What follows belongs to an exercise in optimizing a design on an open flow for small area, a short achievable clock period and few clock cycles per item; a production flow would make more cautious choices.
In this exercise RTL edits were held to simulation tests only and were not proved equivalent to the original.
No activity file was given, so power comes from the tool's default toggle rates.

==> flow/design.v, too long to show whole: its modules and the start of the top module <==
// module alu_pre: 35 lines
// module alu_stage1: 1068 lines
// module alu_stage2: 276 lines
// module pipelined_alu: 127 lines
module pipelined_alu (
  input  logic        clk,
  input  logic        rst,
  input  logic        in_valid,
  output logic        in_ready,
  input  logic [3:0]  op,
  input  logic [31:0] a,
  input  logic [31:0] b,
  output logic        out_valid,
  input  logic        out_ready,
  output logic [31:0] res,
  output logic [3:0]  flags,
  output logic [15:0] illegal_cnt
);
  // ...
==> flow/run.sh <==
#!/bin/bash
# synth_recipe.tcl (not shown) runs the flow's synth.tcl, then flattens the netlist and writes it again
# the make line also repeats each setting of config.mk as NAME=value (left out here)
make -C /OpenROAD-flow-scripts/flow DESIGN_CONFIG=/design/flow/config.mk WORK_HOME=/design/flow/orfs CLKGATE_MAP_FILE= SYNTH_SCRIPT=/design/flow/synth_recipe.tcl finish
==> flow/config.mk <==
export PLATFORM = sky130hd
export DESIGN_NAME = pipelined_alu
export DESIGN_NICKNAME = pipelined_alu
export VERILOG_FILES = /design/flow/design.v
export SDC_FILE = /design/flow/constraint.sdc
export NUM_CORES = 4
export LEC_CHECK = 0
export CAP_MARGIN = 20
export CORE_MARGIN = 2
export CORE_UTILIZATION = 65
export CTS_CLUSTER_DIAMETER = 80
export CTS_CLUSTER_SIZE = 25
export PLACE_DENSITY = 0.75
export SETUP_SLACK_MARGIN = 5
export SLEW_MARGIN = 20
==> flow/constraint.sdc <==
create_clock -name core_clock -period 9.0 [get_ports {clk}]
set_input_delay 1.8000 -clock core_clock [delete_from_list [all_inputs] [get_ports {clk}]]
set_output_delay 1.8000 -clock core_clock [all_outputs]
set_load 0.01 [all_outputs]
==> impl_metrics.toml, run 1 <==
[die]
placement_rows = 71
die_height_um = 200
tap_cells = 511
start_util_pct = 66.2

[detailed_routing]
topRoutingLayerUsed = "met5"
drt_first_iter_violations = 2429
drt-met1-wl_mm = 28.1

[clocking]
path_clk_slew_ps = 90
htree_num_levels = 1
clock_latency_reported_for_the_late_side_of_the_worst_skew_pair_ps = 570
cts_made_buffers = 20

[yosys]
synth_top_family_by_area = "adder cells"
synth.most_common_cell = "sky130_fd_sc_hd__inv_1"
muxShareOfSynthArea_pct = 3.09
synth_edf_count = 240
syn-cell-area_um2 = 25100
synth_top_cells_by_area = "sky130_fd_sc_hd__edfxtp_1 29%, sky130_fd_sc_hd__fa_1 15%, sky130_fd_sc_hd__ha_1 7.9%, sky130_fd_sc_hd__a22oi_1 7.6%, sky130_fd_sc_hd__xor2_1 7.2%"
synthSimpleGateAreaFrac_pct = 6.62
compound_gate_fraction_of_synth_area_pct = 15.4
dominantRegCellSynth = "sky130_fd_sc_hd__edfxtp_1"
yosys.area_share.adder_pct = 23.2
post_synth_most_frequent_cells = "306 x sky130_fd_sc_hd__inv_1, 255 x sky130_fd_sc_hd__a22oi_1, 240 x sky130_fd_sc_hd__edfxtp_1"

[final_layout]
area.share.sequential_pct = 27.2
largest_register = "cut1"
final_cell_mix = "304 x sky130_fd_sc_hd__inv_1, 255 x sky130_fd_sc_hd__a22oi_1, 240 x sky130_fd_sc_hd__edfxtp_1"
clkCellAreaFrac_pct = 2.64
drive_above_1_share_pct = 10.8
nFillCells = 2740
layout.clock_buffers = 22
area_of_the_multi_input_gates_um2 = 15700

[global_routing]
grtUsageMet2_pct = 58.7

[power]
ir_worst_vdd_v = 0.000256
p_int_uw = 5290
p_comb_share_pct = 66.8
clockPowerShare_pct = 10.1

[placement]
detailedPlacementHpwl_mm = 52.8
placed_area_um2 = 26500

[run_status]
status = "finished clean"

[setup_path]
worstReg2RegEnd = "cut1[84]"
crit_end = "in_ready"
timing.critical_path.fanout_max = 2
worst-r2r-setup-slack_ps = 5030

[sta]
max-slew-margin-rel_pct = 29.1
setup_viol = 0
fin_crit_ps = 4030
Testbench counts, summed over its fixed seeds: cycles 16,024, items 16,000.
==> module alu_stage1, before the edit <==
module alu_stage1 (
  input  logic [3:0]  op,
  input  logic [31:0] a,
  input  logic        sub,
  input  logic [31:0] bx,
  input  logic [15:0] bone,
  input  logic [15:0] btwo,
  input  logic        is_mul,
  output logic [95:0] cut,
  output logic        addsub,
  output logic        cmp,
  output logic        cmp_s,
  output logic        legal
);
  logic [15:0] bneg;
  logic [31:0] ro, fill;
  logic [31:0] bg;
  logic        cin, arith;
  assign legal  = ~(op[3] & op[2]);
  for (genvar j = 0; j < 16; j++) begin : g_bneg
    assign bneg[j] = is_mul & bx[2*j+1];
  end
  logic [31:0] pp0;
  logic [29:0] pp1;
  logic [27:0] pp2;
  logic [25:0] pp3;
  logic [23:0] pp4;
  logic [21:0] pp5;
  logic [19:0] pp6;
  logic [17:0] pp7;
  logic [15:0] pp8;
  logic [13:0] pp9;
  logic [11:0] pp10;
  logic [9:0] pp11;
  logic [7:0] pp12;
  logic [5:0] pp13;
  logic [3:0] pp14;
  logic [1:0] pp15;
  assign pp0 = (({32{bone[0]}} & a[31:0]) | ({32{btwo[0]}} & {a[30:0], 1'b0})) ^ {32{bneg[0]}};
  assign pp1 = (({30{bone[1]}} & a[29:0]) | ({30{btwo[1]}} & {a[28:0], 1'b0})) ^ {30{bneg[1]}};
  assign pp2 = (({28{bone[2]}} & a[27:0]) | ({28{btwo[2]}} & {a[26:0], 1'b0})) ^ {28{bneg[2]}};
  assign pp3 = (({26{bone[3]}} & a[25:0]) | ({26{btwo[3]}} & {a[24:0], 1'b0})) ^ {26{bneg[3]}};
  assign pp4 = (({24{bone[4]}} & a[23:0]) | ({24{btwo[4]}} & {a[22:0], 1'b0})) ^ {24{bneg[4]}};
  assign pp5 = (({22{bone[5]}} & a[21:0]) | ({22{btwo[5]}} & {a[20:0], 1'b0})) ^ {22{bneg[5]}};
  assign pp6 = (({20{bone[6]}} & a[19:0]) | ({20{btwo[6]}} & {a[18:0], 1'b0})) ^ {20{bneg[6]}};
  assign pp7 = (({18{bone[7]}} & a[17:0]) | ({18{btwo[7]}} & {a[16:0], 1'b0})) ^ {18{bneg[7]}};
  assign pp8 = (({16{bone[8]}} & a[15:0]) | ({16{btwo[8]}} & {a[14:0], 1'b0})) ^ {16{bneg[8]}};
  assign pp9 = (({14{bone[9]}} & a[13:0]) | ({14{btwo[9]}} & {a[12:0], 1'b0})) ^ {14{bneg[9]}};
  assign pp10 = (({12{bone[10]}} & a[11:0]) | ({12{btwo[10]}} & {a[10:0], 1'b0})) ^ {12{bneg[10]}};
  assign pp11 = (({10{bone[11]}} & a[9:0]) | ({10{btwo[11]}} & {a[8:0], 1'b0})) ^ {10{bneg[11]}};
  assign pp12 = (({8{bone[12]}} & a[7:0]) | ({8{btwo[12]}} & {a[6:0], 1'b0})) ^ {8{bneg[12]}};
  assign pp13 = (({6{bone[13]}} & a[5:0]) | ({6{btwo[13]}} & {a[4:0], 1'b0})) ^ {6{bneg[13]}};
  assign pp14 = (({4{bone[14]}} & a[3:0]) | ({4{btwo[14]}} & {a[2:0], 1'b0})) ^ {4{bneg[14]}};
  assign pp15 = (({2{bone[15]}} & a[1:0]) | ({2{btwo[15]}} & {a[0:0], 1'b0})) ^ {2{bneg[15]}};
  assign addsub = (op == 4'h0) | (op == 4'h1);
  assign cmp    = (op == 4'hA) | (op == 4'hB);
  assign cmp_s  = ~op[0];
  assign arith  = addsub | cmp;
  assign bg     = bx & {32{arith}};
  assign cin    = sub;
  always_comb begin
    for (int i = 0; i < 32; i++) fill[i] = op[3] & a[0] & (i[4:0] < bx[4:0]);
  end
  always_comb begin
    ro    = '0;
    case (op)
      4'h0, 4'h1, 4'hA, 4'hB: ro = a;
      4'h2: ro = a & bx;
      4'h3: ro = a | bx;
      4'h4: ro = a ^ bx;
      4'h5: ro = ~a;
      4'h7, 4'h8: ro = fill;
      default: ro = '0;
    endcase
  end
  logic t0_s1;
  logic t0_c2;
  logic t0_s3;
  logic t0_c4;
  logic t0_s5;
  logic t0_c6;
  logic t0_s7;
  logic t0_c8;
  logic t0_s9;
  logic t0_c10;
  logic t0_s11;
  logic t0_c12;
  logic t0_s13;
  logic t0_c14;
  logic t0_s15;
  logic t0_c16;
  logic t0_s17;
  logic t0_c18;
  logic t0_s19;
  logic t0_c20;
  logic t0_s21;
  logic t0_c22;
  logic t0_s23;
  logic t0_c24;
  logic t0_s25;
  logic t0_c26;
  logic t0_s27;
  logic t0_c28;
  logic t0_s29;
  logic t0_c30;
  logic t0_s31;
  logic t0_c32;
  logic t0_s33;
  logic t0_c34;
  logic t0_s35;
  logic t0_c36;
  logic t0_s37;
  logic t0_c38;
  logic t0_s39;
  logic t0_c40;
  logic t0_s41;
  logic t0_c42;
  logic t0_s43;
  logic t0_c44;
  logic t0_s45;
  logic t0_c46;
  logic t0_s47;
  logic t0_c48;
  logic t0_s49;
  logic t0_c50;
  logic t0_s51;
  logic t0_c52;
  logic t0_s53;
  logic t0_c54;
  logic t0_s55;
  logic t0_c56;
  logic t0_s57;
  logic t0_c58;
  logic t0_s59;
  logic t0_c60;
  logic t0_s61;
  logic t0_c62;
  logic t0_s63;
  logic t0_c64;
  logic t0_s65;
  logic t0_c66;
  logic t0_s67;
  logic t0_c68;
  logic t0_s69;
  logic t0_c70;
  logic t0_s71;
  logic t0_c72;
  logic t0_s73;
  logic t0_c74;
  logic t0_s75;
  logic t0_c76;
  logic t0_s77;
  logic t0_c78;
  logic t0_s79;
  logic t0_c80;
  logic t0_s81;
  logic t0_c82;
  logic t0_s83;
  logic t0_c84;
  logic t0_s85;
  logic t0_c86;
  logic t0_s87;
  logic t0_c88;
  logic t0_s89;
  logic t0_c90;
  logic t0_s91;
  logic t0_c92;
  logic t0_s93;
  logic t0_c94;
  logic t0_s95;
  logic t0_c96;
  logic t0_s97;
  logic t0_c98;
  logic t0_s99;
  logic t0_c100;
  logic t0_s101;
  logic t0_c102;
  logic t0_s103;
  logic t0_c104;
  logic t0_s105;
  logic t0_c106;
  logic t0_s107;
  logic t0_c108;
  logic t0_s109;
  logic t0_c110;
  logic t0_s111;
  logic t0_c112;
  logic t0_s113;
  logic t0_c114;
  logic t0_s115;
  logic t0_c116;
  logic t0_s117;
  logic t0_c118;
  logic t0_s119;
  logic t0_c120;
  logic t0_s121;
  logic t0_c122;
  logic t0_s123;
  logic t0_c124;
  logic t0_s125;
  logic t0_c126;
  logic t0_s127;
  logic t0_c128;
  logic t0_s129;
  logic t0_c130;
  logic t0_s131;
  logic t0_c132;
  logic t0_s133;
  logic t0_c134;
  logic t0_s135;
  logic t0_c136;
  logic t0_s137;
  logic t0_c138;
  logic t0_s139;
  logic t0_c140;
  logic t0_s141;
  logic t0_c142;
  logic t0_s143;
  logic t0_c144;
  logic t0_s145;
  logic t0_c146;
  logic t0_s147;
  logic t0_c148;
  logic t0_s149;
  logic t0_c150;
  logic t0_s151;
  logic t0_c152;
  logic t0_s153;
  logic t0_c154;
  logic t0_s155;
  logic t0_c156;
  logic t0_s157;
  logic t0_c158;
  logic t0_s159;
  logic t0_c160;
  logic t0_s161;
  logic t0_c162;
  logic t0_s163;
  logic t0_c164;
  logic t0_s165;
  logic t0_c166;
  logic t0_s167;
  logic t0_c168;
  logic t0_s169;
  logic t0_c170;
  logic t0_s171;
  logic t0_c172;
  logic t0_s173;
  logic t0_c174;
  logic t0_s175;
  logic t0_c176;
  logic t0_s177;
  logic t0_c178;
  logic t0_s179;
  logic t0_c180;
  logic t0_s181;
  logic t0_c182;
  logic t0_s183;
  logic t0_c184;
  logic t0_s185;
  logic t0_c186;
  logic t0_s187;
  logic t0_c188;
  logic t0_s189;
  logic t0_c190;
  logic t0_s191;
  logic t0_c192;
  logic t0_s193;
  logic t0_c194;
  logic t0_s195;
  logic t0_c196;
  logic t0_s197;
  logic t0_c198;
  logic t0_s199;
  logic t0_c200;
  logic t0_s201;
  logic t0_c202;
  logic t0_s203;
  logic t0_c204;
  logic t0_s205;
  logic t0_c206;
  logic t0_s207;
  logic t0_c208;
  logic t0_s209;
  logic t0_c210;
  logic t0_s211;
  logic t0_c212;
  logic t0_s213;
  logic t0_c214;
  logic t0_s215;
  logic t0_c216;
  logic t0_s217;
  logic t0_c218;
  logic t0_s219;
  logic t0_c220;
  logic t0_s221;
  logic t0_c222;
  logic t0_s223;
  logic t0_c224;
  logic t0_s225;
  logic t0_c226;
  logic t0_s227;
  logic t0_c228;
  logic t0_s229;
  logic t0_c230;
  logic t0_s231;
  logic t0_c232;
  logic t0_s233;
  logic t0_c234;
  logic t0_s235;
  logic t0_c236;
  logic t0_s237;
  logic t0_c238;
  logic t0_s239;
  logic t0_c240;
  logic t0_s241;
  logic t0_c242;
  logic t0_s243;
  logic t0_c244;
  logic t0_s245;
  logic t0_c246;
  logic t0_s247;
  logic t0_c248;
  logic t0_s249;
  logic t0_c250;
  logic t0_s251;
  logic t0_c252;
  logic t0_s253;
  logic t0_c254;
  logic t0_s255;
  logic t0_c256;
  logic t0_s257;
  logic t0_c258;
  logic t0_s259;
  logic t0_c260;
  logic t0_s261;
  logic t0_c262;
  logic t0_s263;
  logic t0_c264;
  logic t0_s265;
  logic t0_c266;
  logic t0_s267;
  logic t0_c268;
  logic t0_s269;
  logic t0_c270;
  logic t0_s271;
  logic t0_c272;
  logic t0_s273;
  logic t0_c274;
  logic t0_s275;
  logic t0_c276;
  logic t0_s277;
  logic t0_c278;
  logic t0_s279;
  logic t0_c280;
  logic t0_s281;
  logic t0_c282;
  logic t0_s283;
  logic t0_c284;
  logic t0_s285;
  logic t0_c286;
  logic t0_s287;
  logic t0_c288;
  logic t0_s289;
  logic t0_c290;
  logic t0_s291;
  logic t0_c292;
  logic t0_s293;
  logic t0_c294;
  logic t0_s295;
  logic t0_c296;
  logic t0_s297;
  logic t0_c298;
  logic t0_s299;
  logic t0_c300;
  logic t0_s301;
  logic t0_c302;
  logic t0_s303;
  logic t0_c304;
  logic t0_s305;
  logic t0_c306;
  logic t0_s307;
  logic t0_c308;
  logic t0_s309;
  logic t0_c310;
  logic t0_s311;
  logic t0_c312;
  logic t0_s313;
  logic t0_c314;
  logic t0_s315;
  logic t0_c316;
  logic t0_s317;
  logic t0_c318;
  logic t0_s319;
  logic t0_c320;
  logic t0_s321;
  logic t0_c322;
  logic t0_s323;
  logic t0_c324;
  logic t0_s325;
  logic t0_c326;
  logic t0_s327;
  logic t0_c328;
  logic t0_s329;
  logic t0_c330;
  logic t0_s331;
  logic t0_c332;
  logic t0_s333;
  logic t0_c334;
  logic t0_s335;
  logic t0_c336;
  logic t1_s337;
  logic t1_c338;
  logic t1_s339;
  logic t1_c340;
  logic t1_s341;
  logic t1_c342;
  logic t1_s343;
  logic t1_c344;
  logic t1_s345;
  logic t1_c346;
  logic t1_s347;
  logic t1_c348;
  logic t1_s349;
  logic t1_c350;
  logic t1_s351;
  logic t1_c352;
  logic t1_s353;
  logic t1_c354;
  logic t1_s355;
  logic t1_c356;
  logic t1_s357;
  logic t1_c358;
  logic t1_s359;
  logic t1_c360;
  logic t1_s361;
  logic t1_c362;
  logic t1_s363;
  logic t1_c364;
  logic t1_s365;
  logic t1_c366;
  logic t1_s367;
  logic t1_c368;
  logic t1_s369;
  logic t1_c370;
  logic t1_s371;
  logic t1_c372;
  logic t1_s373;
  logic t1_c374;
  logic t1_s375;
  logic t1_c376;
  logic t1_s377;
  logic t1_c378;
  logic t1_s379;
  logic t1_c380;
  logic t1_s381;
  logic t1_c382;
  logic t1_s383;
  logic t1_c384;
  logic t1_s385;
  logic t1_c386;
  logic t1_s387;
  logic t1_c388;
  logic t1_s389;
  logic t1_c390;
  logic t1_s391;
  logic t1_c392;
  logic t1_s393;
  logic t1_c394;
  logic t1_s395;
  logic t1_c396;
  logic t1_s397;
  logic t1_c398;
  logic t1_s399;
  logic t1_c400;
  logic t1_s401;
  logic t1_c402;
  logic t1_s403;
  logic t1_c404;
  logic t1_s405;
  logic t1_c406;
  logic t1_s407;
  logic t1_c408;
  logic t1_s409;
  logic t1_c410;
  logic t1_s411;
  logic t1_c412;
  logic t1_s413;
  logic t1_c414;
  logic t1_s415;
  logic t1_c416;
  logic t1_s417;
  logic t1_c418;
  logic t1_s419;
  logic t1_c420;
  logic t1_s421;
  logic t1_c422;
  logic t1_s423;
  logic t1_c424;
  logic t1_s425;
  logic t1_c426;
  logic t1_s427;
  logic t1_c428;
  logic t1_s429;
  logic t1_c430;
  logic t1_s431;
  logic t1_c432;
  logic t1_s433;
  logic t1_c434;
  logic t1_s435;
  logic t1_c436;
  logic t1_s437;
  logic t1_c438;
  logic t1_s439;
  logic t1_c440;
  logic t1_s441;
  logic t1_c442;
  logic t1_s443;
  logic t1_c444;
  logic t1_s445;
  logic t1_c446;
  logic t1_s447;
  logic t1_c448;
  assign t0_s1 = pp0[10] ^ pp1[8];
  assign t0_c2 = pp0[10] & pp1[8];
  assign t0_s3 = pp0[11] ^ pp1[9];
  assign t0_c4 = pp0[11] & pp1[9];
  assign t0_s5 = pp0[12] ^ pp1[10] ^ pp2[8];
  assign t0_c6 = (pp0[12] & pp1[10]) | (pp2[8] & (pp0[12] ^ pp1[10]));
  assign t0_s7 = pp3[6] ^ pp4[4];
  assign t0_c8 = pp3[6] & pp4[4];
  assign t0_s9 = pp0[13] ^ pp1[11] ^ pp2[9];
  assign t0_c10 = (pp0[13] & pp1[11]) | (pp2[9] & (pp0[13] ^ pp1[11]));
  assign t0_s11 = pp3[7] ^ pp4[5];
  assign t0_c12 = pp3[7] & pp4[5];
  assign t0_s13 = pp0[14] ^ pp1[12] ^ pp2[10];
  assign t0_c14 = (pp0[14] & pp1[12]) | (pp2[10] & (pp0[14] ^ pp1[12]));
  assign t0_s15 = pp3[8] ^ pp4[6] ^ pp5[4];
  assign t0_c16 = (pp3[8] & pp4[6]) | (pp5[4] & (pp3[8] ^ pp4[6]));
  assign t0_s17 = pp6[2] ^ pp7[0];
  assign t0_c18 = pp6[2] & pp7[0];
  assign t0_s19 = pp0[15] ^ pp1[13] ^ pp2[11];
  assign t0_c20 = (pp0[15] & pp1[13]) | (pp2[11] & (pp0[15] ^ pp1[13]));
  assign t0_s21 = pp3[9] ^ pp4[7] ^ pp5[5];
  assign t0_c22 = (pp3[9] & pp4[7]) | (pp5[5] & (pp3[9] ^ pp4[7]));
  assign t0_s23 = pp6[3] ^ pp7[1];
  assign t0_c24 = pp6[3] & pp7[1];
  assign t0_s25 = pp0[16] ^ pp1[14] ^ pp2[12];
  assign t0_c26 = (pp0[16] & pp1[14]) | (pp2[12] & (pp0[16] ^ pp1[14]));
  assign t0_s27 = pp3[10] ^ pp4[8] ^ pp5[6];
  assign t0_c28 = (pp3[10] & pp4[8]) | (pp5[6] & (pp3[10] ^ pp4[8]));
  assign t0_s29 = pp6[4] ^ pp7[2];
  assign t0_c30 = pp6[4] & pp7[2];
  assign t0_s31 = pp0[17] ^ pp1[15] ^ pp2[13];
  assign t0_c32 = (pp0[17] & pp1[15]) | (pp2[13] & (pp0[17] ^ pp1[15]));
  assign t0_s33 = pp3[11] ^ pp4[9] ^ pp5[7];
  assign t0_c34 = (pp3[11] & pp4[9]) | (pp5[7] & (pp3[11] ^ pp4[9]));
  assign t0_s35 = pp6[5] ^ pp7[3];
  assign t0_c36 = pp6[5] & pp7[3];
  assign t0_s37 = pp0[18] ^ pp1[16] ^ pp2[14];
  assign t0_c38 = (pp0[18] & pp1[16]) | (pp2[14] & (pp0[18] ^ pp1[16]));
  assign t0_s39 = pp3[12] ^ pp4[10] ^ pp5[8];
  assign t0_c40 = (pp3[12] & pp4[10]) | (pp5[8] & (pp3[12] ^ pp4[10]));
  assign t0_s41 = pp6[6] ^ pp7[4];
  assign t0_c42 = pp6[6] & pp7[4];
  assign t0_s43 = pp0[19] ^ pp1[17] ^ pp2[15];
  assign t0_c44 = (pp0[19] & pp1[17]) | (pp2[15] & (pp0[19] ^ pp1[17]));
  assign t0_s45 = pp3[13] ^ pp4[11] ^ pp5[9];
  assign t0_c46 = (pp3[13] & pp4[11]) | (pp5[9] & (pp3[13] ^ pp4[11]));
  assign t0_s47 = pp6[7] ^ pp7[5];
  assign t0_c48 = pp6[7] & pp7[5];
  assign t0_s49 = pp0[20] ^ pp1[18] ^ pp2[16];
  assign t0_c50 = (pp0[20] & pp1[18]) | (pp2[16] & (pp0[20] ^ pp1[18]));
  assign t0_s51 = pp3[14] ^ pp4[12] ^ pp5[10];
  assign t0_c52 = (pp3[14] & pp4[12]) | (pp5[10] & (pp3[14] ^ pp4[12]));
  assign t0_s53 = pp6[8] ^ pp7[6];
  assign t0_c54 = pp6[8] & pp7[6];
  assign t0_s55 = pp0[21] ^ pp1[19] ^ pp2[17];
  assign t0_c56 = (pp0[21] & pp1[19]) | (pp2[17] & (pp0[21] ^ pp1[19]));
  assign t0_s57 = pp3[15] ^ pp4[13] ^ pp5[11];
  assign t0_c58 = (pp3[15] & pp4[13]) | (pp5[11] & (pp3[15] ^ pp4[13]));
  assign t0_s59 = pp6[9] ^ pp7[7];
  assign t0_c60 = pp6[9] & pp7[7];
  assign t0_s61 = pp0[22] ^ pp1[20] ^ pp2[18];
  assign t0_c62 = (pp0[22] & pp1[20]) | (pp2[18] & (pp0[22] ^ pp1[20]));
  assign t0_s63 = pp3[16] ^ pp4[14] ^ pp5[12];
  assign t0_c64 = (pp3[16] & pp4[14]) | (pp5[12] & (pp3[16] ^ pp4[14]));
  assign t0_s65 = pp6[10] ^ pp7[8];
  assign t0_c66 = pp6[10] & pp7[8];
  assign t0_s67 = pp0[23] ^ pp1[21] ^ pp2[19];
  assign t0_c68 = (pp0[23] & pp1[21]) | (pp2[19] & (pp0[23] ^ pp1[21]));
  assign t0_s69 = pp3[17] ^ pp4[15] ^ pp5[13];
  assign t0_c70 = (pp3[17] & pp4[15]) | (pp5[13] & (pp3[17] ^ pp4[15]));
  assign t0_s71 = pp6[11] ^ pp7[9];
  assign t0_c72 = pp6[11] & pp7[9];
  assign t0_s73 = pp0[24] ^ pp1[22] ^ pp2[20];
  assign t0_c74 = (pp0[24] & pp1[22]) | (pp2[20] & (pp0[24] ^ pp1[22]));
  assign t0_s75 = pp3[18] ^ pp4[16] ^ pp5[14];
  assign t0_c76 = (pp3[18] & pp4[16]) | (pp5[14] & (pp3[18] ^ pp4[16]));
  assign t0_s77 = pp6[12] ^ pp7[10];
  assign t0_c78 = pp6[12] & pp7[10];
  assign t0_s79 = pp0[25] ^ pp1[23] ^ pp2[21];
  assign t0_c80 = (pp0[25] & pp1[23]) | (pp2[21] & (pp0[25] ^ pp1[23]));
  assign t0_s81 = pp3[19] ^ pp4[17] ^ pp5[15];
  assign t0_c82 = (pp3[19] & pp4[17]) | (pp5[15] & (pp3[19] ^ pp4[17]));
  assign t0_s83 = pp6[13] ^ pp7[11];
  assign t0_c84 = pp6[13] & pp7[11];
  assign t0_s85 = pp0[26] ^ pp1[24] ^ pp2[22];
  assign t0_c86 = (pp0[26] & pp1[24]) | (pp2[22] & (pp0[26] ^ pp1[24]));
  assign t0_s87 = pp3[20] ^ pp4[18] ^ pp5[16];
  assign t0_c88 = (pp3[20] & pp4[18]) | (pp5[16] & (pp3[20] ^ pp4[18]));
  assign t0_s89 = pp6[14] ^ pp7[12];
  assign t0_c90 = pp6[14] & pp7[12];
  assign t0_s91 = pp0[27] ^ pp1[25] ^ pp2[23];
  assign t0_c92 = (pp0[27] & pp1[25]) | (pp2[23] & (pp0[27] ^ pp1[25]));
  assign t0_s93 = pp3[21] ^ pp4[19] ^ pp5[17];
  assign t0_c94 = (pp3[21] & pp4[19]) | (pp5[17] & (pp3[21] ^ pp4[19]));
  assign t0_s95 = pp6[15] ^ pp7[13];
  assign t0_c96 = pp6[15] & pp7[13];
  assign t0_s97 = pp0[28] ^ pp1[26] ^ pp2[24];
  assign t0_c98 = (pp0[28] & pp1[26]) | (pp2[24] & (pp0[28] ^ pp1[26]));
  assign t0_s99 = pp3[22] ^ pp4[20] ^ pp5[18];
  assign t0_c100 = (pp3[22] & pp4[20]) | (pp5[18] & (pp3[22] ^ pp4[20]));
  assign t0_s101 = pp6[16] ^ pp7[14];
  assign t0_c102 = pp6[16] & pp7[14];
  assign t0_s103 = pp0[29] ^ pp1[27] ^ pp2[25];
  assign t0_c104 = (pp0[29] & pp1[27]) | (pp2[25] & (pp0[29] ^ pp1[27]));
  assign t0_s105 = pp3[23] ^ pp4[21] ^ pp5[19];
  assign t0_c106 = (pp3[23] & pp4[21]) | (pp5[19] & (pp3[23] ^ pp4[21]));
  assign t0_s107 = pp6[17] ^ pp7[15];
  assign t0_c108 = pp6[17] & pp7[15];
  assign t0_s109 = pp0[30] ^ pp1[28] ^ pp2[26];
  assign t0_c110 = (pp0[30] & pp1[28]) | (pp2[26] & (pp0[30] ^ pp1[28]));
  assign t0_s111 = pp3[24] ^ pp4[22] ^ pp5[20];
  assign t0_c112 = (pp3[24] & pp4[22]) | (pp5[20] & (pp3[24] ^ pp4[22]));
  assign t0_s113 = pp6[18] ^ pp7[16];
  assign t0_c114 = pp6[18] & pp7[16];
  assign t0_s115 = pp0[31] ^ pp1[29] ^ pp2[27];
  assign t0_c116 = (pp0[31] & pp1[29]) | (pp2[27] & (pp0[31] ^ pp1[29]));
  assign t0_s117 = pp3[25] ^ pp4[23] ^ pp5[21];
  assign t0_c118 = (pp3[25] & pp4[23]) | (pp5[21] & (pp3[25] ^ pp4[23]));
  assign t0_s119 = pp6[19] ^ pp7[17];
  assign t0_c120 = pp6[19] & pp7[17];
  assign t0_s121 = pp0[6] ^ pp1[4];
  assign t0_c122 = pp0[6] & pp1[4];
  assign t0_s123 = pp0[7] ^ pp1[5];
  assign t0_c124 = pp0[7] & pp1[5];
  assign t0_s125 = pp0[8] ^ pp1[6] ^ pp2[4];
  assign t0_c126 = (pp0[8] & pp1[6]) | (pp2[4] & (pp0[8] ^ pp1[6]));
  assign t0_s127 = pp3[2] ^ pp4[0];
  assign t0_c128 = pp3[2] & pp4[0];
  assign t0_s129 = pp0[9] ^ pp1[7] ^ pp2[5];
  assign t0_c130 = (pp0[9] & pp1[7]) | (pp2[5] & (pp0[9] ^ pp1[7]));
  assign t0_s131 = pp3[3] ^ pp4[1];
  assign t0_c132 = pp3[3] & pp4[1];
  assign t0_s133 = pp2[6] ^ pp3[4] ^ pp4[2];
  assign t0_c134 = (pp2[6] & pp3[4]) | (pp4[2] & (pp2[6] ^ pp3[4]));
  assign t0_s135 = pp5[0] ^ bneg[5] ^ t0_s1;
  assign t0_c136 = (pp5[0] & bneg[5]) | (t0_s1 & (pp5[0] ^ bneg[5]));
  assign t0_s137 = pp2[7] ^ pp3[5] ^ pp4[3];
  assign t0_c138 = (pp2[7] & pp3[5]) | (pp4[3] & (pp2[7] ^ pp3[5]));
  assign t0_s139 = pp5[1] ^ t0_s3 ^ t0_c2;
  assign t0_c140 = (pp5[1] & t0_s3) | (t0_c2 & (pp5[1] ^ t0_s3));
  assign t0_s141 = pp5[2] ^ pp6[0] ^ bneg[6];
  assign t0_c142 = (pp5[2] & pp6[0]) | (bneg[6] & (pp5[2] ^ pp6[0]));
  assign t0_s143 = t0_s5 ^ t0_s7 ^ t0_c4;
  assign t0_c144 = (t0_s5 & t0_s7) | (t0_c4 & (t0_s5 ^ t0_s7));
  assign t0_s145 = pp5[3] ^ pp6[1] ^ t0_s9;
  assign t0_c146 = (pp5[3] & pp6[1]) | (t0_s9 & (pp5[3] ^ pp6[1]));
  assign t0_s147 = t0_s11 ^ t0_c6 ^ t0_c8;
  assign t0_c148 = (t0_s11 & t0_c6) | (t0_c8 & (t0_s11 ^ t0_c6));
  assign t0_s149 = bneg[7] ^ t0_s13 ^ t0_s15;
  assign t0_c150 = (bneg[7] & t0_s13) | (t0_s15 & (bneg[7] ^ t0_s13));
  assign t0_s151 = t0_s17 ^ t0_c10 ^ t0_c12;
  assign t0_c152 = (t0_s17 & t0_c10) | (t0_c12 & (t0_s17 ^ t0_c10));
  assign t0_s153 = t0_s19 ^ t0_s21 ^ t0_s23;
  assign t0_c154 = (t0_s19 & t0_s21) | (t0_s23 & (t0_s19 ^ t0_s21));
  assign t0_s155 = t0_c14 ^ t0_c16 ^ t0_c18;
  assign t0_c156 = (t0_c14 & t0_c16) | (t0_c18 & (t0_c14 ^ t0_c16));
  assign t0_s157 = t0_s25 ^ t0_s27 ^ t0_s29;
  assign t0_c158 = (t0_s25 & t0_s27) | (t0_s29 & (t0_s25 ^ t0_s27));
  assign t0_s159 = t0_c20 ^ t0_c22 ^ t0_c24;
  assign t0_c160 = (t0_c20 & t0_c22) | (t0_c24 & (t0_c20 ^ t0_c22));
  assign t0_s161 = t0_s31 ^ t0_s33 ^ t0_s35;
  assign t0_c162 = (t0_s31 & t0_s33) | (t0_s35 & (t0_s31 ^ t0_s33));
  assign t0_s163 = t0_c26 ^ t0_c28 ^ t0_c30;
  assign t0_c164 = (t0_c26 & t0_c28) | (t0_c30 & (t0_c26 ^ t0_c28));
  assign t0_s165 = t0_s37 ^ t0_s39 ^ t0_s41;
  assign t0_c166 = (t0_s37 & t0_s39) | (t0_s41 & (t0_s37 ^ t0_s39));
  assign t0_s167 = t0_c32 ^ t0_c34 ^ t0_c36;
  assign t0_c168 = (t0_c32 & t0_c34) | (t0_c36 & (t0_c32 ^ t0_c34));
  assign t0_s169 = t0_s43 ^ t0_s45 ^ t0_s47;
  assign t0_c170 = (t0_s43 & t0_s45) | (t0_s47 & (t0_s43 ^ t0_s45));
  assign t0_s171 = t0_c38 ^ t0_c40 ^ t0_c42;
  assign t0_c172 = (t0_c38 & t0_c40) | (t0_c42 & (t0_c38 ^ t0_c40));
  assign t0_s173 = t0_s49 ^ t0_s51 ^ t0_s53;
  assign t0_c174 = (t0_s49 & t0_s51) | (t0_s53 & (t0_s49 ^ t0_s51));
  assign t0_s175 = t0_c44 ^ t0_c46 ^ t0_c48;
  assign t0_c176 = (t0_c44 & t0_c46) | (t0_c48 & (t0_c44 ^ t0_c46));
  assign t0_s177 = t0_s55 ^ t0_s57 ^ t0_s59;
  assign t0_c178 = (t0_s55 & t0_s57) | (t0_s59 & (t0_s55 ^ t0_s57));
  assign t0_s179 = t0_c50 ^ t0_c52 ^ t0_c54;
  assign t0_c180 = (t0_c50 & t0_c52) | (t0_c54 & (t0_c50 ^ t0_c52));
  assign t0_s181 = t0_s61 ^ t0_s63 ^ t0_s65;
  assign t0_c182 = (t0_s61 & t0_s63) | (t0_s65 & (t0_s61 ^ t0_s63));
  assign t0_s183 = t0_c56 ^ t0_c58 ^ t0_c60;
  assign t0_c184 = (t0_c56 & t0_c58) | (t0_c60 & (t0_c56 ^ t0_c58));
  assign t0_s185 = t0_s67 ^ t0_s69 ^ t0_s71;
  assign t0_c186 = (t0_s67 & t0_s69) | (t0_s71 & (t0_s67 ^ t0_s69));
  assign t0_s187 = t0_c62 ^ t0_c64 ^ t0_c66;
  assign t0_c188 = (t0_c62 & t0_c64) | (t0_c66 & (t0_c62 ^ t0_c64));
  assign t0_s189 = t0_s73 ^ t0_s75 ^ t0_s77;
  assign t0_c190 = (t0_s73 & t0_s75) | (t0_s77 & (t0_s73 ^ t0_s75));
  assign t0_s191 = t0_c68 ^ t0_c70 ^ t0_c72;
  assign t0_c192 = (t0_c68 & t0_c70) | (t0_c72 & (t0_c68 ^ t0_c70));
  assign t0_s193 = t0_s79 ^ t0_s81 ^ t0_s83;
  assign t0_c194 = (t0_s79 & t0_s81) | (t0_s83 & (t0_s79 ^ t0_s81));
  assign t0_s195 = t0_c74 ^ t0_c76 ^ t0_c78;
  assign t0_c196 = (t0_c74 & t0_c76) | (t0_c78 & (t0_c74 ^ t0_c76));
  assign t0_s197 = t0_s85 ^ t0_s87 ^ t0_s89;
  assign t0_c198 = (t0_s85 & t0_s87) | (t0_s89 & (t0_s85 ^ t0_s87));
  assign t0_s199 = t0_c80 ^ t0_c82 ^ t0_c84;
  assign t0_c200 = (t0_c80 & t0_c82) | (t0_c84 & (t0_c80 ^ t0_c82));
  assign t0_s201 = t0_s91 ^ t0_s93 ^ t0_s95;
  assign t0_c202 = (t0_s91 & t0_s93) | (t0_s95 & (t0_s91 ^ t0_s93));
  assign t0_s203 = t0_c86 ^ t0_c88 ^ t0_c90;
  assign t0_c204 = (t0_c86 & t0_c88) | (t0_c90 & (t0_c86 ^ t0_c88));
  assign t0_s205 = t0_s97 ^ t0_s99 ^ t0_s101;
  assign t0_c206 = (t0_s97 & t0_s99) | (t0_s101 & (t0_s97 ^ t0_s99));
  assign t0_s207 = t0_c92 ^ t0_c94 ^ t0_c96;
  assign t0_c208 = (t0_c92 & t0_c94) | (t0_c96 & (t0_c92 ^ t0_c94));
  assign t0_s209 = t0_s103 ^ t0_s105 ^ t0_s107;
  assign t0_c210 = (t0_s103 & t0_s105) | (t0_s107 & (t0_s103 ^ t0_s105));
  assign t0_s211 = t0_c98 ^ t0_c100 ^ t0_c102;
  assign t0_c212 = (t0_c98 & t0_c100) | (t0_c102 & (t0_c98 ^ t0_c100));
  assign t0_s213 = t0_s109 ^ t0_s111 ^ t0_s113;
  assign t0_c214 = (t0_s109 & t0_s111) | (t0_s113 & (t0_s109 ^ t0_s111));
  assign t0_s215 = t0_c104 ^ t0_c106 ^ t0_c108;
  assign t0_c216 = (t0_c104 & t0_c106) | (t0_c108 & (t0_c104 ^ t0_c106));
  assign t0_s217 = t0_s115 ^ t0_s117 ^ t0_s119;
  assign t0_c218 = (t0_s115 & t0_s117) | (t0_s119 & (t0_s115 ^ t0_s117));
  assign t0_s219 = t0_c110 ^ t0_c112 ^ t0_c114;
  assign t0_c220 = (t0_c110 & t0_c112) | (t0_c114 & (t0_c110 ^ t0_c112));
  assign t0_s221 = pp0[4] ^ pp1[2];
  assign t0_c222 = pp0[4] & pp1[2];
  assign t0_s223 = pp0[5] ^ pp1[3];
  assign t0_c224 = pp0[5] & pp1[3];
  assign t0_s225 = pp2[2] ^ pp3[0] ^ bneg[3];
  assign t0_c226 = (pp2[2] & pp3[0]) | (bneg[3] & (pp2[2] ^ pp3[0]));
  assign t0_s227 = pp2[3] ^ pp3[1] ^ t0_s123;
  assign t0_c228 = (pp2[3] & pp3[1]) | (t0_s123 & (pp2[3] ^ pp3[1]));
  assign t0_s229 = bneg[4] ^ t0_s125 ^ t0_s127;
  assign t0_c230 = (bneg[4] & t0_s125) | (t0_s127 & (bneg[4] ^ t0_s125));
  assign t0_s231 = t0_s129 ^ t0_s131 ^ t0_c126;
  assign t0_c232 = (t0_s129 & t0_s131) | (t0_c126 & (t0_s129 ^ t0_s131));
  assign t0_s233 = t0_s133 ^ t0_c130 ^ t0_c132;
  assign t0_c234 = (t0_s133 & t0_c130) | (t0_c132 & (t0_s133 ^ t0_c130));
  assign t0_s235 = t0_s137 ^ t0_c134 ^ t0_s139;
  assign t0_c236 = (t0_s137 & t0_c134) | (t0_s139 & (t0_s137 ^ t0_c134));
  assign t0_s237 = t0_s141 ^ t0_c138 ^ t0_s143;
  assign t0_c238 = (t0_s141 & t0_c138) | (t0_s143 & (t0_s141 ^ t0_c138));
  assign t0_s239 = t0_c142 ^ t0_s145 ^ t0_s147;
  assign t0_c240 = (t0_c142 & t0_s145) | (t0_s147 & (t0_c142 ^ t0_s145));
  assign t0_s241 = t0_s149 ^ t0_s151 ^ t0_c146;
  assign t0_c242 = (t0_s149 & t0_s151) | (t0_c146 & (t0_s149 ^ t0_s151));
  assign t0_s243 = t0_s153 ^ t0_s155 ^ t0_c150;
  assign t0_c244 = (t0_s153 & t0_s155) | (t0_c150 & (t0_s153 ^ t0_s155));
  assign t0_s245 = t0_s157 ^ t0_s159 ^ t0_c154;
  assign t0_c246 = (t0_s157 & t0_s159) | (t0_c154 & (t0_s157 ^ t0_s159));
  assign t0_s247 = t0_s161 ^ t0_s163 ^ t0_c158;
  assign t0_c248 = (t0_s161 & t0_s163) | (t0_c158 & (t0_s161 ^ t0_s163));
  assign t0_s249 = t0_s165 ^ t0_s167 ^ t0_c162;
  assign t0_c250 = (t0_s165 & t0_s167) | (t0_c162 & (t0_s165 ^ t0_s167));
  assign t0_s251 = t0_s169 ^ t0_s171 ^ t0_c166;
  assign t0_c252 = (t0_s169 & t0_s171) | (t0_c166 & (t0_s169 ^ t0_s171));
  assign t0_s253 = t0_s173 ^ t0_s175 ^ t0_c170;
  assign t0_c254 = (t0_s173 & t0_s175) | (t0_c170 & (t0_s173 ^ t0_s175));
  assign t0_s255 = t0_s177 ^ t0_s179 ^ t0_c174;
  assign t0_c256 = (t0_s177 & t0_s179) | (t0_c174 & (t0_s177 ^ t0_s179));
  assign t0_s257 = t0_s181 ^ t0_s183 ^ t0_c178;
  assign t0_c258 = (t0_s181 & t0_s183) | (t0_c178 & (t0_s181 ^ t0_s183));
  assign t0_s259 = t0_s185 ^ t0_s187 ^ t0_c182;
  assign t0_c260 = (t0_s185 & t0_s187) | (t0_c182 & (t0_s185 ^ t0_s187));
  assign t0_s261 = t0_s189 ^ t0_s191 ^ t0_c186;
  assign t0_c262 = (t0_s189 & t0_s191) | (t0_c186 & (t0_s189 ^ t0_s191));
  assign t0_s263 = t0_s193 ^ t0_s195 ^ t0_c190;
  assign t0_c264 = (t0_s193 & t0_s195) | (t0_c190 & (t0_s193 ^ t0_s195));
  assign t0_s265 = t0_s197 ^ t0_s199 ^ t0_c194;
  assign t0_c266 = (t0_s197 & t0_s199) | (t0_c194 & (t0_s197 ^ t0_s199));
  assign t0_s267 = t0_s201 ^ t0_s203 ^ t0_c198;
  assign t0_c268 = (t0_s201 & t0_s203) | (t0_c198 & (t0_s201 ^ t0_s203));
  assign t0_s269 = t0_s205 ^ t0_s207 ^ t0_c202;
  assign t0_c270 = (t0_s205 & t0_s207) | (t0_c202 & (t0_s205 ^ t0_s207));
  assign t0_s271 = t0_s209 ^ t0_s211 ^ t0_c206;
  assign t0_c272 = (t0_s209 & t0_s211) | (t0_c206 & (t0_s209 ^ t0_s211));
  assign t0_s273 = t0_s213 ^ t0_s215 ^ t0_c210;
  assign t0_c274 = (t0_s213 & t0_s215) | (t0_c210 & (t0_s213 ^ t0_s215));
  assign t0_s275 = t0_s217 ^ t0_s219 ^ t0_c214;
  assign t0_c276 = (t0_s217 & t0_s219) | (t0_c214 & (t0_s217 ^ t0_s219));
  assign t0_s277 = pp0[2] ^ pp1[0];
  assign t0_c278 = pp0[2] & pp1[0];
  assign t0_s279 = pp0[3] ^ pp1[1];
  assign t0_c280 = pp0[3] & pp1[1];
  assign t0_s281 = pp2[0] ^ bneg[2] ^ t0_s221;
  assign t0_c282 = (pp2[0] & bneg[2]) | (t0_s221 & (pp2[0] ^ bneg[2]));
  assign t0_s283 = pp2[1] ^ t0_s223 ^ t0_c222;
  assign t0_c284 = (pp2[1] & t0_s223) | (t0_c222 & (pp2[1] ^ t0_s223));
  assign t0_s285 = t0_s225 ^ t0_s121 ^ t0_c224;
  assign t0_c286 = (t0_s225 & t0_s121) | (t0_c224 & (t0_s225 ^ t0_s121));
  assign t0_s287 = t0_c122 ^ t0_c226 ^ t0_s227;
  assign t0_c288 = (t0_c122 & t0_c226) | (t0_s227 & (t0_c122 ^ t0_c226));
  assign t0_s289 = t0_c124 ^ t0_s229 ^ t0_c228;
  assign t0_c290 = (t0_c124 & t0_s229) | (t0_c228 & (t0_c124 ^ t0_s229));
  assign t0_s291 = t0_c128 ^ t0_s231 ^ t0_c230;
  assign t0_c292 = (t0_c128 & t0_s231) | (t0_c230 & (t0_c128 ^ t0_s231));
  assign t0_s293 = t0_s233 ^ t0_s135 ^ t0_c232;
  assign t0_c294 = (t0_s233 & t0_s135) | (t0_c232 & (t0_s233 ^ t0_s135));
  assign t0_s295 = t0_c136 ^ t0_c234 ^ t0_s235;
  assign t0_c296 = (t0_c136 & t0_c234) | (t0_s235 & (t0_c136 ^ t0_c234));
  assign t0_s297 = t0_c140 ^ t0_s237 ^ t0_c236;
  assign t0_c298 = (t0_c140 & t0_s237) | (t0_c236 & (t0_c140 ^ t0_s237));
  assign t0_s299 = t0_c144 ^ t0_s239 ^ t0_c238;
  assign t0_c300 = (t0_c144 & t0_s239) | (t0_c238 & (t0_c144 ^ t0_s239));
  assign t0_s301 = t0_c148 ^ t0_s241 ^ t0_c240;
  assign t0_c302 = (t0_c148 & t0_s241) | (t0_c240 & (t0_c148 ^ t0_s241));
  assign t0_s303 = t0_c152 ^ t0_s243 ^ t0_c242;
  assign t0_c304 = (t0_c152 & t0_s243) | (t0_c242 & (t0_c152 ^ t0_s243));
  assign t0_s305 = t0_c156 ^ t0_s245 ^ t0_c244;
  assign t0_c306 = (t0_c156 & t0_s245) | (t0_c244 & (t0_c156 ^ t0_s245));
  assign t0_s307 = t0_c160 ^ t0_s247 ^ t0_c246;
  assign t0_c308 = (t0_c160 & t0_s247) | (t0_c246 & (t0_c160 ^ t0_s247));
  assign t0_s309 = t0_c164 ^ t0_s249 ^ t0_c248;
  assign t0_c310 = (t0_c164 & t0_s249) | (t0_c248 & (t0_c164 ^ t0_s249));
  assign t0_s311 = t0_c168 ^ t0_s251 ^ t0_c250;
  assign t0_c312 = (t0_c168 & t0_s251) | (t0_c250 & (t0_c168 ^ t0_s251));
  assign t0_s313 = t0_c172 ^ t0_s253 ^ t0_c252;
  assign t0_c314 = (t0_c172 & t0_s253) | (t0_c252 & (t0_c172 ^ t0_s253));
  assign t0_s315 = t0_c176 ^ t0_s255 ^ t0_c254;
  assign t0_c316 = (t0_c176 & t0_s255) | (t0_c254 & (t0_c176 ^ t0_s255));
  assign t0_s317 = t0_c180 ^ t0_s257 ^ t0_c256;
  assign t0_c318 = (t0_c180 & t0_s257) | (t0_c256 & (t0_c180 ^ t0_s257));
  assign t0_s319 = t0_c184 ^ t0_s259 ^ t0_c258;
  assign t0_c320 = (t0_c184 & t0_s259) | (t0_c258 & (t0_c184 ^ t0_s259));
  assign t0_s321 = t0_c188 ^ t0_s261 ^ t0_c260;
  assign t0_c322 = (t0_c188 & t0_s261) | (t0_c260 & (t0_c188 ^ t0_s261));
  assign t0_s323 = t0_c192 ^ t0_s263 ^ t0_c262;
  assign t0_c324 = (t0_c192 & t0_s263) | (t0_c262 & (t0_c192 ^ t0_s263));
  assign t0_s325 = t0_c196 ^ t0_s265 ^ t0_c264;
  assign t0_c326 = (t0_c196 & t0_s265) | (t0_c264 & (t0_c196 ^ t0_s265));
  assign t0_s327 = t0_c200 ^ t0_s267 ^ t0_c266;
  assign t0_c328 = (t0_c200 & t0_s267) | (t0_c266 & (t0_c200 ^ t0_s267));
  assign t0_s329 = t0_c204 ^ t0_s269 ^ t0_c268;
  assign t0_c330 = (t0_c204 & t0_s269) | (t0_c268 & (t0_c204 ^ t0_s269));
  assign t0_s331 = t0_c208 ^ t0_s271 ^ t0_c270;
  assign t0_c332 = (t0_c208 & t0_s271) | (t0_c270 & (t0_c208 ^ t0_s271));
  assign t0_s333 = t0_c212 ^ t0_s273 ^ t0_c272;
  assign t0_c334 = (t0_c212 & t0_s273) | (t0_c272 & (t0_c212 ^ t0_s273));
  assign t0_s335 = t0_c216 ^ t0_s275 ^ t0_c274;
  assign t0_c336 = (t0_c216 & t0_s275) | (t0_c274 & (t0_c216 ^ t0_s275));
  assign t1_s337 = pp8[10] ^ pp9[8];
  assign t1_c338 = pp8[10] & pp9[8];
  assign t1_s339 = pp8[11] ^ pp9[9];
  assign t1_c340 = pp8[11] & pp9[9];
  assign t1_s341 = pp8[12] ^ pp9[10] ^ pp10[8];
  assign t1_c342 = (pp8[12] & pp9[10]) | (pp10[8] & (pp8[12] ^ pp9[10]));
  assign t1_s343 = pp11[6] ^ pp12[4];
  assign t1_c344 = pp11[6] & pp12[4];
  assign t1_s345 = pp8[13] ^ pp9[11] ^ pp10[9];
  assign t1_c346 = (pp8[13] & pp9[11]) | (pp10[9] & (pp8[13] ^ pp9[11]));
  assign t1_s347 = pp11[7] ^ pp12[5];
  assign t1_c348 = pp11[7] & pp12[5];
  assign t1_s349 = pp8[14] ^ pp9[12] ^ pp10[10];
  assign t1_c350 = (pp8[14] & pp9[12]) | (pp10[10] & (pp8[14] ^ pp9[12]));
  assign t1_s351 = pp11[8] ^ pp12[6] ^ pp13[4];
  assign t1_c352 = (pp11[8] & pp12[6]) | (pp13[4] & (pp11[8] ^ pp12[6]));
  assign t1_s353 = pp14[2] ^ pp15[0];
  assign t1_c354 = pp14[2] & pp15[0];
  assign t1_s355 = pp8[15] ^ pp9[13] ^ pp10[11];
  assign t1_c356 = (pp8[15] & pp9[13]) | (pp10[11] & (pp8[15] ^ pp9[13]));
  assign t1_s357 = pp11[9] ^ pp12[7] ^ pp13[5];
  assign t1_c358 = (pp11[9] & pp12[7]) | (pp13[5] & (pp11[9] ^ pp12[7]));
  assign t1_s359 = pp14[3] ^ pp15[1];
  assign t1_c360 = pp14[3] & pp15[1];
  assign t1_s361 = pp8[6] ^ pp9[4];
  assign t1_c362 = pp8[6] & pp9[4];
  assign t1_s363 = pp8[7] ^ pp9[5];
  assign t1_c364 = pp8[7] & pp9[5];
  assign t1_s365 = pp8[8] ^ pp9[6] ^ pp10[4];
  assign t1_c366 = (pp8[8] & pp9[6]) | (pp10[4] & (pp8[8] ^ pp9[6]));
  assign t1_s367 = pp11[2] ^ pp12[0];
  assign t1_c368 = pp11[2] & pp12[0];
  assign t1_s369 = pp8[9] ^ pp9[7] ^ pp10[5];
  assign t1_c370 = (pp8[9] & pp9[7]) | (pp10[5] & (pp8[9] ^ pp9[7]));
  assign t1_s371 = pp11[3] ^ pp12[1];
  assign t1_c372 = pp11[3] & pp12[1];
  assign t1_s373 = pp10[6] ^ pp11[4] ^ pp12[2];
  assign t1_c374 = (pp10[6] & pp11[4]) | (pp12[2] & (pp10[6] ^ pp11[4]));
  assign t1_s375 = pp13[0] ^ bneg[13] ^ t1_s337;
  assign t1_c376 = (pp13[0] & bneg[13]) | (t1_s337 & (pp13[0] ^ bneg[13]));
  assign t1_s377 = pp10[7] ^ pp11[5] ^ pp12[3];
  assign t1_c378 = (pp10[7] & pp11[5]) | (pp12[3] & (pp10[7] ^ pp11[5]));
  assign t1_s379 = pp13[1] ^ t1_s339 ^ t1_c338;
  assign t1_c380 = (pp13[1] & t1_s339) | (t1_c338 & (pp13[1] ^ t1_s339));
  assign t1_s381 = pp13[2] ^ pp14[0] ^ bneg[14];
  assign t1_c382 = (pp13[2] & pp14[0]) | (bneg[14] & (pp13[2] ^ pp14[0]));
  assign t1_s383 = t1_s341 ^ t1_s343 ^ t1_c340;
  assign t1_c384 = (t1_s341 & t1_s343) | (t1_c340 & (t1_s341 ^ t1_s343));
  assign t1_s385 = pp13[3] ^ pp14[1] ^ t1_s345;
  assign t1_c386 = (pp13[3] & pp14[1]) | (t1_s345 & (pp13[3] ^ pp14[1]));
  assign t1_s387 = t1_s347 ^ t1_c342 ^ t1_c344;
  assign t1_c388 = (t1_s347 & t1_c342) | (t1_c344 & (t1_s347 ^ t1_c342));
  assign t1_s389 = bneg[15] ^ t1_s349 ^ t1_s351;
  assign t1_c390 = (bneg[15] & t1_s349) | (t1_s351 & (bneg[15] ^ t1_s349));
  assign t1_s391 = t1_s353 ^ t1_c346 ^ t1_c348;
  assign t1_c392 = (t1_s353 & t1_c346) | (t1_c348 & (t1_s353 ^ t1_c346));
  assign t1_s393 = t1_s355 ^ t1_s357 ^ t1_s359;
  assign t1_c394 = (t1_s355 & t1_s357) | (t1_s359 & (t1_s355 ^ t1_s357));
  assign t1_s395 = t1_c350 ^ t1_c352 ^ t1_c354;
  assign t1_c396 = (t1_c350 & t1_c352) | (t1_c354 & (t1_c350 ^ t1_c352));
  assign t1_s397 = pp8[4] ^ pp9[2];
  assign t1_c398 = pp8[4] & pp9[2];
  assign t1_s399 = pp8[5] ^ pp9[3];
  assign t1_c400 = pp8[5] & pp9[3];
  assign t1_s401 = pp10[2] ^ pp11[0] ^ bneg[11];
  assign t1_c402 = (pp10[2] & pp11[0]) | (bneg[11] & (pp10[2] ^ pp11[0]));
  assign t1_s403 = pp10[3] ^ pp11[1] ^ t1_s363;
  assign t1_c404 = (pp10[3] & pp11[1]) | (t1_s363 & (pp10[3] ^ pp11[1]));
  assign t1_s405 = bneg[12] ^ t1_s365 ^ t1_s367;
  assign t1_c406 = (bneg[12] & t1_s365) | (t1_s367 & (bneg[12] ^ t1_s365));
  assign t1_s407 = t1_s369 ^ t1_s371 ^ t1_c366;
  assign t1_c408 = (t1_s369 & t1_s371) | (t1_c366 & (t1_s369 ^ t1_s371));
  assign t1_s409 = t1_s373 ^ t1_c370 ^ t1_c372;
  assign t1_c410 = (t1_s373 & t1_c370) | (t1_c372 & (t1_s373 ^ t1_c370));
  assign t1_s411 = t1_s377 ^ t1_c374 ^ t1_s379;
  assign t1_c412 = (t1_s377 & t1_c374) | (t1_s379 & (t1_s377 ^ t1_c374));
  assign t1_s413 = t1_s381 ^ t1_c378 ^ t1_s383;
  assign t1_c414 = (t1_s381 & t1_c378) | (t1_s383 & (t1_s381 ^ t1_c378));
  assign t1_s415 = t1_c382 ^ t1_s385 ^ t1_s387;
  assign t1_c416 = (t1_c382 & t1_s385) | (t1_s387 & (t1_c382 ^ t1_s385));
  assign t1_s417 = t1_s389 ^ t1_s391 ^ t1_c386;
  assign t1_c418 = (t1_s389 & t1_s391) | (t1_c386 & (t1_s389 ^ t1_s391));
  assign t1_s419 = t1_s393 ^ t1_s395 ^ t1_c390;
  assign t1_c420 = (t1_s393 & t1_s395) | (t1_c390 & (t1_s393 ^ t1_s395));
  assign t1_s421 = pp8[2] ^ pp9[0];
  assign t1_c422 = pp8[2] & pp9[0];
  assign t1_s423 = pp8[3] ^ pp9[1];
  assign t1_c424 = pp8[3] & pp9[1];
  assign t1_s425 = pp10[0] ^ bneg[10] ^ t1_s397;
  assign t1_c426 = (pp10[0] & bneg[10]) | (t1_s397 & (pp10[0] ^ bneg[10]));
  assign t1_s427 = pp10[1] ^ t1_s399 ^ t1_c398;
  assign t1_c428 = (pp10[1] & t1_s399) | (t1_c398 & (pp10[1] ^ t1_s399));
  assign t1_s429 = t1_s401 ^ t1_s361 ^ t1_c400;
  assign t1_c430 = (t1_s401 & t1_s361) | (t1_c400 & (t1_s401 ^ t1_s361));
  assign t1_s431 = t1_c362 ^ t1_c402 ^ t1_s403;
  assign t1_c432 = (t1_c362 & t1_c402) | (t1_s403 & (t1_c362 ^ t1_c402));
  assign t1_s433 = t1_c364 ^ t1_s405 ^ t1_c404;
  assign t1_c434 = (t1_c364 & t1_s405) | (t1_c404 & (t1_c364 ^ t1_s405));
  assign t1_s435 = t1_c368 ^ t1_s407 ^ t1_c406;
  assign t1_c436 = (t1_c368 & t1_s407) | (t1_c406 & (t1_c368 ^ t1_s407));
  assign t1_s437 = t1_s409 ^ t1_s375 ^ t1_c408;
  assign t1_c438 = (t1_s409 & t1_s375) | (t1_c408 & (t1_s409 ^ t1_s375));
  assign t1_s439 = t1_c376 ^ t1_c410 ^ t1_s411;
  assign t1_c440 = (t1_c376 & t1_c410) | (t1_s411 & (t1_c376 ^ t1_c410));
  assign t1_s441 = t1_c380 ^ t1_s413 ^ t1_c412;
  assign t1_c442 = (t1_c380 & t1_s413) | (t1_c412 & (t1_c380 ^ t1_s413));
  assign t1_s443 = t1_c384 ^ t1_s415 ^ t1_c414;
  assign t1_c444 = (t1_c384 & t1_s415) | (t1_c414 & (t1_c384 ^ t1_s415));
  assign t1_s445 = t1_c388 ^ t1_s417 ^ t1_c416;
  assign t1_c446 = (t1_c388 & t1_s417) | (t1_c416 & (t1_c388 ^ t1_s417));
  assign t1_s447 = t1_c392 ^ t1_s419 ^ t1_c418;
  assign t1_c448 = (t1_c392 & t1_s419) | (t1_c418 & (t1_c392 ^ t1_s419));
  assign cut[0] = (pp0[0] | ro[0]);
  assign cut[1] = (bneg[0] | bg[0]);
  assign cut[2] = cin;
  assign cut[3] = (pp0[1] | ro[1]);
  assign cut[4] = bg[1];
  assign cut[5] = (t0_s277 | bg[2]);
  assign cut[6] = (bneg[1] | ro[2]);
  assign cut[7] = (t0_s279 | ro[3]);
  assign cut[8] = (t0_c278 | bg[3]);
  assign cut[9] = (t0_s281 | bg[4]);
  assign cut[10] = (t0_c280 | ro[4]);
  assign cut[11] = (t0_s283 | ro[5]);
  assign cut[12] = (t0_c282 | bg[5]);
  assign cut[13] = (t0_s285 | ro[6]);
  assign cut[14] = (t0_c284 | bg[6]);
  assign cut[15] = (t0_s287 | bg[7]);
  assign cut[16] = (t0_c286 | ro[7]);
  assign cut[17] = (t0_s289 | ro[8]);
  assign cut[18] = (t0_c288 | bg[8]);
  assign cut[19] = (t0_s291 | ro[9]);
  assign cut[20] = (t0_c290 | bg[9]);
  assign cut[21] = (t0_s293 | ro[10]);
  assign cut[22] = (t0_c292 | bg[10]);
  assign cut[23] = (t0_s295 | bg[11]);
  assign cut[24] = (t0_c294 | ro[11]);
  assign cut[25] = (t0_s297 | ro[12]);
  assign cut[26] = (t0_c296 | bg[12]);
  assign cut[27] = (t0_s299 | ro[13]);
  assign cut[28] = (t0_c298 | bg[13]);
  assign cut[29] = (t0_s301 | ro[14]);
  assign cut[30] = (t0_c300 | bg[14]);
  assign cut[31] = (t0_s303 | ro[15]);
  assign cut[32] = (t0_c302 | bg[15]);
  assign cut[33] = t0_s305;
  assign cut[34] = t0_c304;
  assign cut[35] = (pp8[0] | ro[16]);
  assign cut[36] = (bneg[8] | bg[16]);
  assign cut[37] = (t0_s307 | bg[17]);
  assign cut[38] = t0_c306;
  assign cut[39] = (pp8[1] | ro[17]);
  assign cut[40] = t0_s309;
  assign cut[41] = t0_c308;
  assign cut[42] = (t1_s421 | bg[18]);
  assign cut[43] = (bneg[9] | ro[18]);
  assign cut[44] = t0_s311;
  assign cut[45] = t0_c310;
  assign cut[46] = (t1_s423 | ro[19]);
  assign cut[47] = (t1_c422 | bg[19]);
  assign cut[48] = t0_s313;
  assign cut[49] = t0_c312;
  assign cut[50] = (t1_s425 | bg[20]);
  assign cut[51] = (t1_c424 | ro[20]);
  assign cut[52] = t0_s315;
  assign cut[53] = t0_c314;
  assign cut[54] = (t1_s427 | ro[21]);
  assign cut[55] = (t1_c426 | bg[21]);
  assign cut[56] = t0_s317;
  assign cut[57] = t0_c316;
  assign cut[58] = (t1_s429 | ro[22]);
  assign cut[59] = (t1_c428 | bg[22]);
  assign cut[60] = t0_s319;
  assign cut[61] = t0_c318;
  assign cut[62] = (t1_s431 | bg[23]);
  assign cut[63] = (t1_c430 | ro[23]);
  assign cut[64] = t0_s321;
  assign cut[65] = t0_c320;
  assign cut[66] = (t1_s433 | ro[24]);
  assign cut[67] = (t1_c432 | bg[24]);
  assign cut[68] = t0_s323;
  assign cut[69] = t0_c322;
  assign cut[70] = (t1_s435 | ro[25]);
  assign cut[71] = (t1_c434 | bg[25]);
  assign cut[72] = t0_s325;
  assign cut[73] = t0_c324;
  assign cut[74] = (t1_s437 | ro[26]);
  assign cut[75] = (t1_c436 | bg[26]);
  assign cut[76] = (t0_s327 | bg[27]);
  assign cut[77] = t0_c326;
  assign cut[78] = t1_s439;
  assign cut[79] = (t1_c438 | ro[27]);
  assign cut[80] = (t0_s329 | ro[28]);
  assign cut[81] = (t0_c328 | bg[28]);
  assign cut[82] = t1_s441;
  assign cut[83] = t1_c440;
  assign cut[84] = (t0_s331 | ro[29]);
  assign cut[85] = (t0_c330 | bg[29]);
  assign cut[86] = t1_s443;
  assign cut[87] = t1_c442;
  assign cut[88] = (t0_s333 | ro[30]);
  assign cut[89] = (t0_c332 | bg[30]);
  assign cut[90] = t1_s445;
  assign cut[91] = t1_c444;
  assign cut[92] = (t0_s335 | ro[31]);
  assign cut[93] = (t0_c334 | bg[31]);
  assign cut[94] = t1_s447;
  assign cut[95] = t1_c446;
endmodule
==> run 2, diff against run 1 <==
--- a/flow/design.v
+++ b/flow/design.v
@@ -52,6 +52,7 @@
 );
   logic [15:0] bneg;
   logic [31:0] ro, fill;
+  logic [3:0]  t;
   logic [31:0] bg;
   logic        cin, arith;
   assign legal  = ~(op[3] & op[2]);
@@ -94,22 +95,21 @@
   assign cmp    = (op == 4'hA) | (op == 4'hB);
   assign cmp_s  = ~op[0];
   assign arith  = addsub | cmp;
-  assign bg     = bx & {32{arith}};
+  assign bg     = (bx & {32{arith}}) | fill;
   assign cin    = sub;
   always_comb begin
-    for (int i = 0; i < 32; i++) fill[i] = op[3] & a[0] & (i[4:0] < bx[4:0]);
+    for (int i = 0; i < 32; i++) fill[i] = (op == 4'h8) & a[0] & (i[4:0] < bx[4:0]);
   end
   always_comb begin
-    ro    = '0;
     case (op)
-      4'h0, 4'h1, 4'hA, 4'hB: ro = a;
-      4'h2: ro = a & bx;
-      4'h3: ro = a | bx;
-      4'h4: ro = a ^ bx;
-      4'h5: ro = ~a;
-      4'h7, 4'h8: ro = fill;
-      default: ro = '0;
+      4'h0, 4'h1, 4'hA, 4'hB: t = 4'b1100;   
+      4'h2:                   t = 4'b1000;   
+      4'h3:                   t = 4'b1110;   
+      4'h4:                   t = 4'b0110;   
+      4'h5:                   t = 4'b0011;   
+      default:                t = 4'b0000;
     endcase
+    for (int i = 0; i < 32; i++) ro[i] = t[{a[i], bx[i]}];
   end
   logic t0_s1;
   logic t0_c2;
--- a/flow/config.mk
+++ b/flow/config.mk
@@ -7,9 +7,6 @@
 export LEC_CHECK = 0
 export CAP_MARGIN = 20
 export CORE_MARGIN = 2
-export CORE_UTILIZATION = 65
-export CTS_CLUSTER_DIAMETER = 80
-export CTS_CLUSTER_SIZE = 25
-export PLACE_DENSITY = 0.75
+export CORE_UTILIZATION = 40
 export SETUP_SLACK_MARGIN = 5
 export SLEW_MARGIN = 20
==> run 2 against run 1 <==
Compared with the run above:
- sequential power grew 2%
- final cell count grew 2.1%
- still clean
- first-iteration DRC count shrank 22%
- setup slack lost 28 ps
- combinational power is essentially flat
- sequential cell count grew 4
- clock skew shrank 24 ps
- sequential share of layout area grew 0.96 points
- wire length shrank 2.7%
- synthesized cell count shrank 8.0%
- non-clock buffer count shrank 28
- hold slack gained 9.6 ps
==> impl_metrics.toml, run 2 <==
[final_layout]
largest_register = "cut1"
drive_above_1_share_pct = 12.4
nFillCells = 5644
area_of_the_multi_input_gates_um2 = 14900
finalInstanceArea_um2 = 27600
final_cell_mix = "256 x sky130_fd_sc_hd__a22oi_1, 241 x sky130_fd_sc_hd__inv_1, 240 x sky130_fd_sc_hd__edfxtp_1"

[power]
ir_worst_vdd_v = 0.000231

[sta]
period_share_pct = 45.0
setup_viol = 0
grt_setup_unrepaired = "true"
fin_crit_ps = 4050
max-slew-margin-rel_pct = 33.8

[clocking]
path_clk_slew_ps = 60
htree_num_levels = 1
cts_made_buffers = 29
clock_latency_reported_for_the_late_side_of_the_worst_skew_pair_ps = 600

[placement]
detailedPlacementHpwl_mm = 51.1
placed_area_um2 = 26100

[die]
die_w_um = 250
fp.coreArea_um2 = 60100
die_height_um = 250
design.portCount = 126
placement_rows = 90
start_util_pct = 40.3

[flow_run]
timing.max_cap.violations = 0

[detailed_routing]
drt-pass1-iter-count = 6
postRouteWirelength_mm = 73.7
antenna_left = 0
drt_first_iter_violations = 1888
drt_drc_violations_left = 0

[setup_path]
worst-r2r-setup-slack_ps = 5060
worstSetupStartpoint = "out_ready"
classification_of_the_worst_setup_path = "input pin to output port"
worstReg2RegEnd = "cut1[89]"
worstSetupPathDepth = 3
crit_path_cell_trace = "clkbuf_2 -> or2_4 -> buf_6"
slowest_stage_cell_cp = "sky130_fd_sc_hd__or2_4"
crit_end = "in_ready"
timing.critical_path.fanout_max = 2

[run_status]
status = "finished clean"

[global_routing]
groute.layer.met1.usage_pct = 29.4
grt_pass1_vias = 18300
first_pass_grt_wire_length_mm = 110

[yosys]
synth_top_cells_by_area = "sky130_fd_sc_hd__edfxtp_1 30%, sky130_fd_sc_hd__fa_1 16%, sky130_fd_sc_hd__a22oi_1 7.9%, sky130_fd_sc_hd__xnor2_1 7.3%, sky130_fd_sc_hd__xor2_1 6.5%"
synth.most_common_cell = "sky130_fd_sc_hd__a22oi_1"
syn-cell-area_um2 = 24300
post_synth_most_frequent_cells = "256 x sky130_fd_sc_hd__a22oi_1, 241 x sky130_fd_sc_hd__inv_1, 240 x sky130_fd_sc_hd__edfxtp_1"
synth_edf_count = 240
dominantRegCellSynth = "sky130_fd_sc_hd__edfxtp_1"
run 2: worst min path at each step:
stage            from      end  slack (ps)  cells after the start
2_1_floorplan    sub0  cut1[2]         400                      0
3_3_place_gp   legal1   fl2[2]         410                      0
3_5_place_dp   legal1   fl2[2]         430                      0
4_1_cts        legal1   fl2[2]         450                      0
5_1_grt          rev1     rev2         450                      0
6_report       legal1   fl2[2]         440                      0
run 2: worst reg2reg max path, cell delays in order, from the launching register on:
cell                       delay [ps]
sky130_fd_sc_hd__edfxtp_1         320
sky130_fd_sc_hd__buf_4            260
sky130_fd_sc_hd__nand2_2          200
sky130_fd_sc_hd__buf_12           210
sky130_fd_sc_hd__xor2_1           220
sky130_fd_sc_hd__fa_1             520
sky130_fd_sc_hd__inv_1             60
sky130_fd_sc_hd__fa_1             500
sky130_fd_sc_hd__fa_1             550
sky130_fd_sc_hd__inv_1             50
sky130_fd_sc_hd__fa_1             420
sky130_fd_sc_hd__a21oi_2          230
sky130_fd_sc_hd__o21ai_0          130
run 2: cell type report:
type	instances	share of cell area, %
multi-input cells	1587	54.0
flip-flops and latches	264	28.2
inverters	241	3.27
clock inverters	14	0.484
well taps	782	3.54
clock buffers	37	2.73
repair buffers	215	7.81
run 2: cells by family after synthesis:
group | after synthesis | share of synthesized area, %
AO/OA/AOI/OAI | 480 | 13.7
XOR/XNOR | 383 | 13.9
AND/OR/NAND/NOR | 335 | 6.67
flip-flops | 264 | 32.1
buffers and inverters | 438 | 6.85
multiplexers | 104 | 6.24
adder cells (fa/ha/maj) | 285 | 20.6
run 2: repair_timing:
| item | in CTS | in global routing |
|---|---|---|
| resized for setup | 23 | 30 |
| setup endpoints to repair | 66 | 13 |
| pin swaps | 2 | 5 |
| setup buffers | 4 | 37 |
| hold endpoints to repair | 0 | 0 |
| cloned | 1 | 3 |
run 2: metrics by stage:
| stage | hold slack (ps) | setup WS [ps] | util, % |
|---|---|---|---|
| floorplan | 400 | 5010 | - |
| global placement | 412 | 4180 | 43.4 |
| detailed placement | 435 | 4200 | 43.4 |
| CTS | 448 | 4730 | 45.1 |
| global route | 453 | 4930 | 46.0 |
| finish | 441 | 4950 | 46.0 |
run 2: where the power goes:
part           switching [uW]  leakage (uW)  internal [uW]  total (uW)
sequential                298       0.00282           2010        2310
combinational            3770       0.00762           2790        6570
clock                     498      0.000430            648        1150
run 2: routing by layer:
layer	wire length, um	vias to the layer above
met3	6830	226
met1	28700	9012
met2	34400	1020
met5	28	-
li1	-	8006
met4	3770	4
Testbench counts of run 2, summed over its fixed seeds: cycles 16,024, items 16,000.

Setup slack of run 2, layout unchanged: 4.946 ns with ideal ports, 4.924 ns with driving cells assumed (clock clkbuf_16, inputs buf_2), 4.729 ns with port delays also shifted by the 0.654 ns mid clock arrival.
